Background: an optimization exercise with open tools, aiming at small area. Do not read the settings as production practice. The RTL was checked by simulation tests, not by an equivalence proof against the original design. No activity file was given, so power comes from the tool's default toggle rates.

// img_controller
module img_controller (
    input  logic                  clk,
    input  logic                  rst,
    input  logic                  cmd_capture,
    input  logic                  cmd_readout,
    input  logic [img_pkg::SKIP_BITS-1:0]  cmd_skip_count,
    input  img_pkg::header_t               cmd_header,
    input  logic [img_pkg::PIXEL_BITS-1:0] img_pixel,
    input  logic                  img_fv,
    input  logic                  img_lv,
    output logic                  status_capture_done,
    output img_pkg::capture_stats_t        status_stats,
    output logic                  readout_start,
    output logic                  readout_ready,
    input  logic                  readout_trigger,
    output img_pkg::pixel_word_t           readout_data
);
For scale: ~1600 cells after synthesis, ~870 flip-flops, roughly 150 I/O pins.
Settings: LEC_CHECK=0, CAP_MARGIN=20, CORE_MARGIN=2, CORE_UTILIZATION=60, CTS_BUF_LIST=sky130_fd_sc_hd__clkbuf_8, CTS_CLUSTER_DIAMETER=60, CTS_CLUSTER_SIZE=20, SLEW_MARGIN=20; clock period 10.0 ns.
standard.sh (not shown) runs the stock make flow with config.mk's settings and CLKGATE_MAP_FILE= SYNTH_SCRIPT=/design/flow/synth_recipe.tcl, a recipe that flattens the netlist after the stock synthesis.
==> flow/flow/run.sh <==
#!/bin/bash
# Standard layout (the standard.sh, standard synthesis unchanged) with
# three changes:
#  - the port buffers are the smallest buffer cell (every port still gets one)
#  - clock tree: clkbuf_8 sink clusters of at most 20, no dummy loads
#  - the constant-0 outputs share one tie cell instead of one each
# The full log of the run is kept beside it in standard.log.
bash standard.sh \
  "BUFFER_PORTS_ARGS=-buffer_cell sky130_fd_sc_hd__buf_1" \
  "CTS_ARGS=-sink_clustering_enable -repair_clock_nets -sink_clustering_size 20 -sink_clustering_max_diameter 60 -buf_list sky130_fd_sc_hd__clkbuf_8 -dont_use_dummy_load" \
  SKIP_REPAIR_TIE_FANOUT=1 \
  finish > standard.log 2>&1
Change:
--- a/flow/design.v
+++ b/flow/design.v
@@ -83,83 +83,85 @@
     output logic                  wr_first,
     output logic [2:0]            wr_y,
     output img_pkg::capture_stats_t        status_stats,
     output logic                  status_capture_done
 );
     localparam logic [1:0] ST_IDLE = 2'd0;
     localparam logic [1:0] ST_ARM  = 2'd1;    
     localparam logic [1:0] ST_SKIP = 2'd2;    
     localparam logic [1:0] ST_CAPT = 2'd3;    
     logic [1:0] state;
     logic       capture_prev;
     logic       capture_cmd;
-    logic [1:0] skipped;
     logic       lv_prev;
     logic [3:0] y;         
     logic [2:0] hi;
     logic [2:0] lo;
     logic       stat_point;
     logic [6:0] px_top;
     assign capture_cmd = cmd_capture ^ capture_prev;
     assign wr_en       = (state == ST_CAPT) && img_lv;
     assign wr_first    = wr_en && !lv_prev;
     assign wr_y        = y[2:0];
     assign clear       = (state == ST_ARM) || (state == ST_SKIP)
                       || (state == ST_CAPT && y == 4'd0 && !lv_prev);
     assign stat_point  = wr_en && (y[1:0] == 2'd0) && (!lv_prev || wr_x4);
     assign px_top      = img_pixel[img_pkg::PIXEL_BITS-1 -: 7];
     assign status_stats.pixel_count     = {y[3], 6'd0};
     assign status_stats.highlight_count = {15'd0, hi};
     assign status_stats.shadow_count    = {15'd0, lo};
     always_ff @(posedge clk) begin
         if (rst) begin
             state               <= ST_IDLE;
             capture_prev        <= 1'b0;
-            skipped             <= '0;
             lv_prev             <= 1'b0;
             y                   <= '0;
             hi                  <= '0;
             lo                  <= '0;
             status_capture_done <= 1'b0;
         end else begin
             capture_prev <= cmd_capture;
             lv_prev <= img_lv;
             if (state == ST_CAPT && lv_prev && !img_lv) begin
                 y <= y + 1'b1;
             end
             if (stat_point && px_top == 7'h7f) hi <= hi + 1'b1;
             if (stat_point && px_top == 7'h00) lo <= lo + 1'b1;
             case (state)
                 ST_ARM: begin
                     if (img_fv) begin
-                        state <= (skipped == cmd_skip_count) ? ST_CAPT : ST_SKIP;
+                        if (y[1:0] == cmd_skip_count) begin
+                            state <= ST_CAPT;
+                            y     <= '0;
+                        end else begin
+                            state <= ST_SKIP;
+                        end
                     end
                 end
                 ST_SKIP: begin
                     if (!img_fv) begin
-                        skipped <= skipped + 1'b1;
-                        state   <= ST_ARM;
+                        y     <= y + 1'b1;
+                        state <= ST_ARM;
                     end
                 end
                 ST_CAPT: begin
                     if (!img_fv) begin
                         status_capture_done <= !status_capture_done;
                         state               <= ST_IDLE;
                     end
                 end
                 default: ;
             endcase
             if (capture_cmd) begin
                 state   <= ST_ARM;
-                skipped <= '0;
                 y       <= '0;
                 hi      <= '0;
                 lo      <= '0;
             end
         end
     end
 endmodule
 `timescale 1ns/1ns
 module pixel_store (
     input  logic                                clk,
     input  logic                                clear,
     input  logic                                wr_en,
@@ -190,26 +192,31 @@
             phase <= 3'd1;
         end else begin
             phase <= phase + 1'b1;
         end
         for (int y = 1; y < 8; y++) begin
             if (wr_first && wr_y == 3'(y)) begin
                 ph[y] <= phase;
             end
         end
     end
     assign digit   = phase[1:0];
     assign wr_x4   = (phase == {!(wr_y[2] && ph[4][2]), wr_y[2] ? ph[4][1:0] : 2'd0});
-    assign rd_ph   = (rd_y == 3'd0) ? 3'd0 : ph[rd_y];
-    assign rd_hit  = (phase == 3'(rd_ph + rd_x));
+    always_comb begin
+        rd_ph = '0;
+        for (int y = 1; y < 8; y++) begin
+            rd_ph = rd_ph | (ph[y] & {3{rd_y == 3'(y)}});
+        end
+    end
+    assign rd_hit  = (3'(phase - rd_x) == rd_ph);
     always_comb begin
         rd_data = '0;
         for (int y = 0; y < 8; y++) begin
             rd_data = rd_data | (ring[y][8*img_pkg::PIXEL_BITS-1 -: img_pkg::PIXEL_BITS]
                                & {img_pkg::PIXEL_BITS{rd_y == 3'(y)}});
         end
     end
 endmodule
 `timescale 1ns/1ns
 module readout_sequencer (
     input  logic                 clk,
     input  logic                 rst,
@@ -261,25 +268,30 @@
     assign cks_word = cks_sum;
     always_comb begin
         readout_data = '0;
         if (is_pix) begin
             readout_data = {hold[7:0], 4'b0000, hold[11:8]};
         end else if (is_hdr) begin
             readout_data = hdr_word;
         end else if (is_cks && !(&cks_word)) begin
             readout_data = {cks_word[7:0], cks_word[15:8]};
         end
     end
     assign host = {readout_data[7:0], readout_data[15:8]};
-    assign din  = host[4*digit +: 4];
+    always_comb begin
+        din = '0;
+        for (int i = 0; i < 4; i++) begin
+            din = din | (host[4*i +: 4] & {4{digit == 2'(i)}});
+        end
+    end
     fletcher_checksum fletcher_i (
         .clk    (clk),
         .clear  (readout_cmd),
         .first  (q == 7'd60),
         .act    (pass),
         .add    (!is_cks),
         .move   (is_cks && q[0]),
         .digit  (digit),
         .din    (din),
         .sum    (cks_sum)
     );
     always_ff @(posedge clk) begin
Cell area came out lower slightly.
First-iteration DRC count came out lower by about a fifth.
Final cell count came out lower slightly.
Worst hold slack degrades by 37 ps.
Synthesized area came out lower slightly.
Clock-buffer cell count is unchanged.
Die area came out lower slightly.
Global-route usage stays flat.
Utilization came out lower by 0.35 points.
Setup slack improves by 420 ps.
Sequential share of layout area came out higher by 0.78 points.
Wire length came out lower slightly.
Via count came out lower by a few percent.
Sequential power hardly moves.


## the reference run
img_controller, a different RTL version from the one above (not shown whole).
Size in the first run: roughly 1600 cells after synthesis, about 870 flip-flops, ~150 I/O pins.
==> module fletcher_checksum, before the edit <==
module fletcher_checksum (
    input  logic                   clk,
    input  logic                   clear,    
    input  logic                   first,    
    input  logic                   act,      
    input  logic                   add,      
    input  logic                   move,     
    input  logic                   digit0,
    input  logic [3:0]             din,      
    output logic [img_pkg::WORD_BITS-1:0] sum
);
    logic [img_pkg::WORD_BITS-1:0] a;
    logic [img_pkg::WORD_BITS-1:0] b;
    logic                          ca;
    logic [1:0]                    cb;
    logic [3:0]                    a_d;
    logic [3:0]                    b_d;
    logic [4:0]                    a_s;
    logic [5:0]                    b_s;
    assign a_d = first ? 4'd0 : a[3:0];
    assign b_d = first ? 4'd0 : b[3:0];
    assign a_s = {1'b0, a_d} + {1'b0, (add ? din : 4'd0)} + 5'(ca);
    assign b_s = {2'b0, b_d} + {2'b0, (add ? a_s[3:0] : 4'd0)} + 6'(cb)
               + 6'(digit0 & ca);
    always_ff @(posedge clk) begin
        if (clear) begin
            ca <= 1'b0;
            cb <= 2'd0;
        end else if (act) begin
            ca <= a_s[4];
            cb <= b_s[5:4];
        end
        if (act) begin
            a <= {move ? b_s[3:0] : a_s[3:0], a[img_pkg::WORD_BITS-1:4]};
            b <= {b_s[3:0], b[img_pkg::WORD_BITS-1:4]};
        end
    end
    assign sum = a;
endmodule
==> module pixel_store, before the edit <==
module pixel_store (
    input  logic                                clk,
    input  logic                                wr_en,
    input  logic                                wr_first,
    input  logic [2:0]                          wr_y,
    input  logic [img_pkg::PIXEL_BITS-1:0]      wr_data,
    input  logic [2:0]                          rd_y,
    input  logic [2:0]                          rd_x,
    output logic                                rd_hit,
    output logic [img_pkg::PIXEL_BITS-1:0]      rd_data
);
    logic [8*img_pkg::PIXEL_BITS-1:0]         ring [8];
    logic [7:1][2:0]                          ph;
    logic [2:0]                               phase;
    logic [2:0]                               rd_ph;
    always_ff @(posedge clk) begin
        for (int y = 0; y < 8; y++) begin
            ring[y] <= {ring[y][7*img_pkg::PIXEL_BITS-1:0],
                        (wr_en && wr_y == 3'(y)) ? wr_data
                                                 : ring[y][8*img_pkg::PIXEL_BITS-1 -: img_pkg::PIXEL_BITS]};
        end
    end
    always_ff @(posedge clk) begin
        if (wr_first && wr_y == 3'd0) begin
            phase <= 3'd1;
        end else begin
            phase <= phase + 1'b1;
        end
        for (int y = 1; y < 8; y++) begin
            if (wr_first && wr_y == 3'(y)) begin
                ph[y] <= phase;
            end
        end
    end
    assign rd_ph   = (rd_y == 3'd0) ? 3'd0 : ph[rd_y];
    assign rd_hit  = (phase == 3'(rd_ph + rd_x));
    always_comb begin
        rd_data = '0;
        for (int y = 0; y < 8; y++) begin
            rd_data = rd_data | (ring[y][8*img_pkg::PIXEL_BITS-1 -: img_pkg::PIXEL_BITS]
                               & {img_pkg::PIXEL_BITS{rd_y == 3'(y)}});
        end
    end
endmodule
==> module readout_sequencer, before the edit <==
module readout_sequencer (
    input  logic                 clk,
    input  logic                 rst,
    input  logic                 cmd_readout,
    input  img_pkg::header_t              cmd_header,
    output logic [2:0]           rd_y,
    output logic [2:0]           rd_x,
    input  logic                 rd_hit,
    input  logic [img_pkg::PIXEL_BITS-1:0] rd_data,
    output logic                 readout_start,
    output logic                 readout_ready,
    input  logic                 readout_trigger,
    output img_pkg::pixel_word_t          readout_data
);
    logic                   readout_prev;
    logic                   readout_cmd;
    logic [6:0]             q;
    logic                   taken;
    logic                   pass;
    logic [1:0]             dg;
    logic                   last_dg;
    logic                   is_hdr;
    logic                   is_pix;
    logic                   is_cks;
    logic                   is_pad;
    logic                   waiting;
    logic                   load;
    logic [img_pkg::PIXEL_BITS-1:0] hold;
    img_pkg::pixel_word_t   hdr_word;
    img_pkg::pixel_word_t   cks_word;
    logic [15:0]            host;
    logic [3:0]             din;
    img_pkg::pixel_word_t   cks_sum;
    assign readout_cmd = cmd_readout ^ readout_prev;
    assign is_hdr  = !q[6] && (q[5:2] == 4'b1111);
    assign is_pix  = q[6];
    assign is_cks  = (q[6:1] == 6'd0);
    assign is_pad  = (q[6:1] == 6'd1);
    assign last_dg = (dg == 2'd3);
    assign rd_y = q[5:3];
    assign rd_x = q[2:0];
    assign waiting = !readout_ready && !taken;
    assign load    = waiting && (is_hdr || is_pad || (is_pix && rd_hit));
    always_comb begin
        hdr_word = '0;
        for (int i = 0; i < 4; i++) begin
            hdr_word = hdr_word | (cmd_header.words[3-i] & {16{q[1:0] == 2'(i)}});
        end
    end
    assign cks_word = cks_sum;
    always_comb begin
        readout_data = '0;
        if (is_pix) begin
            readout_data = {hold[7:0], 4'b0000, hold[11:8]};
        end else if (is_hdr) begin
            readout_data = hdr_word;
        end else if (is_cks && !(&cks_word)) begin
            readout_data = {cks_word[7:0], cks_word[15:8]};
        end
    end
    assign host = {readout_data[7:0], readout_data[15:8]};
    assign din  = host[4*dg +: 4];
    fletcher_checksum fletcher_i (
        .clk    (clk),
        .clear  (readout_cmd),
        .first  (q == 7'd60),
        .act    (pass),
        .add    (!is_cks),
        .move   (is_cks && q[0]),
        .digit0 (dg == 2'd0),
        .din    (din),
        .sum    (cks_sum)
    );
    always_ff @(posedge clk) begin
        if (waiting && is_pix && rd_hit) begin
            hold <= rd_data;
        end
    end
    always_ff @(posedge clk) begin
        if (rst) begin
            readout_prev  <= 1'b0;
            readout_start <= 1'b0;
            readout_ready <= 1'b0;
            taken         <= 1'b0;
            pass          <= 1'b0;
            dg            <= 2'd0;
            q             <= 7'd4;
        end else begin
            readout_prev <= cmd_readout;
            if (pass) begin
                dg <= dg + 1'b1;
                if (last_dg) begin
                    pass <= 1'b0;
                end
            end
            if (readout_cmd) begin
                readout_start <= !readout_start;
                readout_ready <= 1'b0;
                taken         <= 1'b0;
                pass          <= 1'b0;
                dg            <= 2'd0;
                q             <= 7'd60;
            end else if (readout_ready) begin
                if (readout_trigger) begin
                    readout_ready <= 1'b0;
                    taken         <= 1'b1;
                end
            end else if (taken) begin
                if (!pass) begin
                    taken <= 1'b0;
                    q     <= q + 1'b1;
                end
            end else if (is_cks) begin
                if (!pass) begin
                    pass <= 1'b1;
                end else if (last_dg) begin
                    readout_ready <= 1'b1;
                end
            end else if (load) begin
                readout_ready <= 1'b1;
                pass          <= !is_pad;
            end
        end
    end
endmodule
==> flow/config.mk <==
export PLATFORM = sky130hd
export DESIGN_NAME = img_controller
export DESIGN_NICKNAME = img_controller
export VERILOG_FILES = /design/flow/design.v
export SDC_FILE = /design/flow/constraint.sdc
export NUM_CORES = 4
export LEC_CHECK = 0
export CAP_MARGIN = 20
export CORE_MARGIN = 2
export CORE_UTILIZATION = 60
export CTS_BUF_LIST = sky130_fd_sc_hd__clkbuf_8
export CTS_CLUSTER_DIAMETER = 60
export CTS_CLUSTER_SIZE = 18
export SLEW_MARGIN = 20
==> flow/constraint.sdc <==
create_clock -name core_clock -period 10.0 [get_ports {clk}]
set_input_delay 2.0000 -clock core_clock [delete_from_list [all_inputs] [get_ports {clk}]]
set_output_delay 2.0000 -clock core_clock [all_outputs]
set_load 0.01 [all_outputs]
==> flow/flow/run.sh <==
#!/bin/bash
# Standard layout with two changes: the port buffers are the smallest buffer
# cell, and clock tree synthesis inserts no dummy loads. Full log beside the run.
bash standard.sh \
  "BUFFER_PORTS_ARGS=-buffer_cell sky130_fd_sc_hd__buf_1" \
  "CTS_ARGS=-sink_clustering_enable -repair_clock_nets -sink_clustering_size 10 -sink_clustering_max_diameter 50 -buf_list sky130_fd_sc_hd__clkbuf_4 -dont_use_dummy_load" \
  finish > standard.log 2>&1
diff inputs: the reference run => the trial run
--- a/flow/design.v
+++ b/flow/design.v
@@ -34,8 +34,7 @@
     input  logic                   act,      
     input  logic                   add,      
-    input  logic                   move,     
     input  logic                   digit0,
     input  logic [3:0]             din,      
-    output logic [img_pkg::WORD_BITS-1:0] sum
+    output logic [2*img_pkg::WORD_BITS-1:0] sum
 );
     logic [img_pkg::WORD_BITS-1:0] a;
@@ -61,9 +60,9 @@
         end
         if (act) begin
-            a <= {move ? b_s[3:0] : a_s[3:0], a[img_pkg::WORD_BITS-1:4]};
+            a <= {a_s[3:0], a[img_pkg::WORD_BITS-1:4]};
             b <= {b_s[3:0], b[img_pkg::WORD_BITS-1:4]};
         end
     end
-    assign sum = a;
+    assign sum = {b, a};
 endmodule
 `timescale 1ns/1ns
@@ -196,6 +195,5 @@
         rd_data = '0;
         for (int y = 0; y < 8; y++) begin
-            rd_data = rd_data | (ring[y][8*img_pkg::PIXEL_BITS-1 -: img_pkg::PIXEL_BITS]
-                               & {img_pkg::PIXEL_BITS{rd_y == 3'(y)}});
+            if (rd_y == 3'(y)) rd_data = ring[y][8*img_pkg::PIXEL_BITS-1 -: img_pkg::PIXEL_BITS];
         end
     end
@@ -234,5 +232,5 @@
     logic [15:0]            host;
     logic [3:0]             din;
-    img_pkg::pixel_word_t   cks_sum;
+    logic [2*img_pkg::WORD_BITS-1:0] cks_sum;
     assign readout_cmd = cmd_readout ^ readout_prev;
     assign is_hdr  = !q[6] && (q[5:2] == 4'b1111);
@@ -245,11 +243,6 @@
     assign waiting = !readout_ready && !taken;
     assign load    = waiting && (is_hdr || is_pad || (is_pix && rd_hit));
-    always_comb begin
-        hdr_word = '0;
-        for (int i = 0; i < 4; i++) begin
-            hdr_word = hdr_word | (cmd_header.words[3-i] & {16{q[1:0] == 2'(i)}});
-        end
-    end
-    assign cks_word = cks_sum;
+    assign hdr_word = cmd_header.words[2'd3 - q[1:0]];
+    assign cks_word = q[0] ? cks_sum[31:16] : cks_sum[15:0];
     always_comb begin
         readout_data = '0;
@@ -270,5 +263,4 @@
         .act    (pass),
         .add    (!is_cks),
-        .move   (is_cks && q[0]),
         .digit0 (dg == 2'd0),
         .din    (din),
[summary]
Per the comparison of the trial run with the reference run, die extent in y rose about 0.7%; total power draw rose 0.89%; via count rose 4.0%; post-route fraction of the period consumed by the critical path rose 3.5 points; minimum setup slack in the final design fell 0.35 ns. What the trial run reported for estimated wirelength of the detail-placed design has to be multiplied by 0.949 to get the figure for the reference run. Diff the reference run -> the trial run: post-synthesis instance total has increased, remaining antenna violation count comparable. The sequential share of layout area reported for the trial run is smaller than that of the reference run by 1.0 points. | worst hold slack | lower: the trial run |. The trial run ends up with a core utilization that is 0.55 points lower than in the reference run. Die: the trial run bigger than the reference run.

==> afterwards: timing with drivers on the ports <==
In the flow no input, the clock included, has a driving cell. The finished layouts below were timed again as built, in two steps. Step 1 (the two cells are an assumption about what drives the block):
set clk [get_ports {clk}]
set_driving_cell -lib_cell sky130_fd_sc_hd__clkbuf_16 $clk
set_driving_cell -lib_cell sky130_fd_sc_hd__buf_2 [delete_from_list [all_inputs] $clk]
Step 2 times the ports against the registers' clock, not the clock port: input delays grow and output delays shrink by t, the midpoint of the rising clock arrivals with the driver on. Three values: ideal, step 1, step 2; two values: the first two.
run | t (ns) | setup slack, ns | clock arrival spread, ns | worst data-port slew with drivers (ns) | pins driven straight from the clock port
the first run of note 1 | 0.674 | 3.878 / 3.878 / 3.719 | 0.079 / 0.078 | 0.13 | 1
the second run of note 1 | 0.673 | 4.300 / 4.330 / 3.657 | 0.113 / 0.112 | 0.06 | 1
the reference run | 0.800 | 3.431 / 3.431 / 3.431 | 0.095 / 0.095 | 0.05 | 1
the trial run | 0.800 | 3.080 / 3.080 / 3.080 | 0.123 / 0.123 | 0.06 | 1
After both steps every run listed still meets setup and hold. The setup slack of the second run of note 1, which loses most, moves by +0.030 ns with the drivers and by -0.643 ns with both steps.
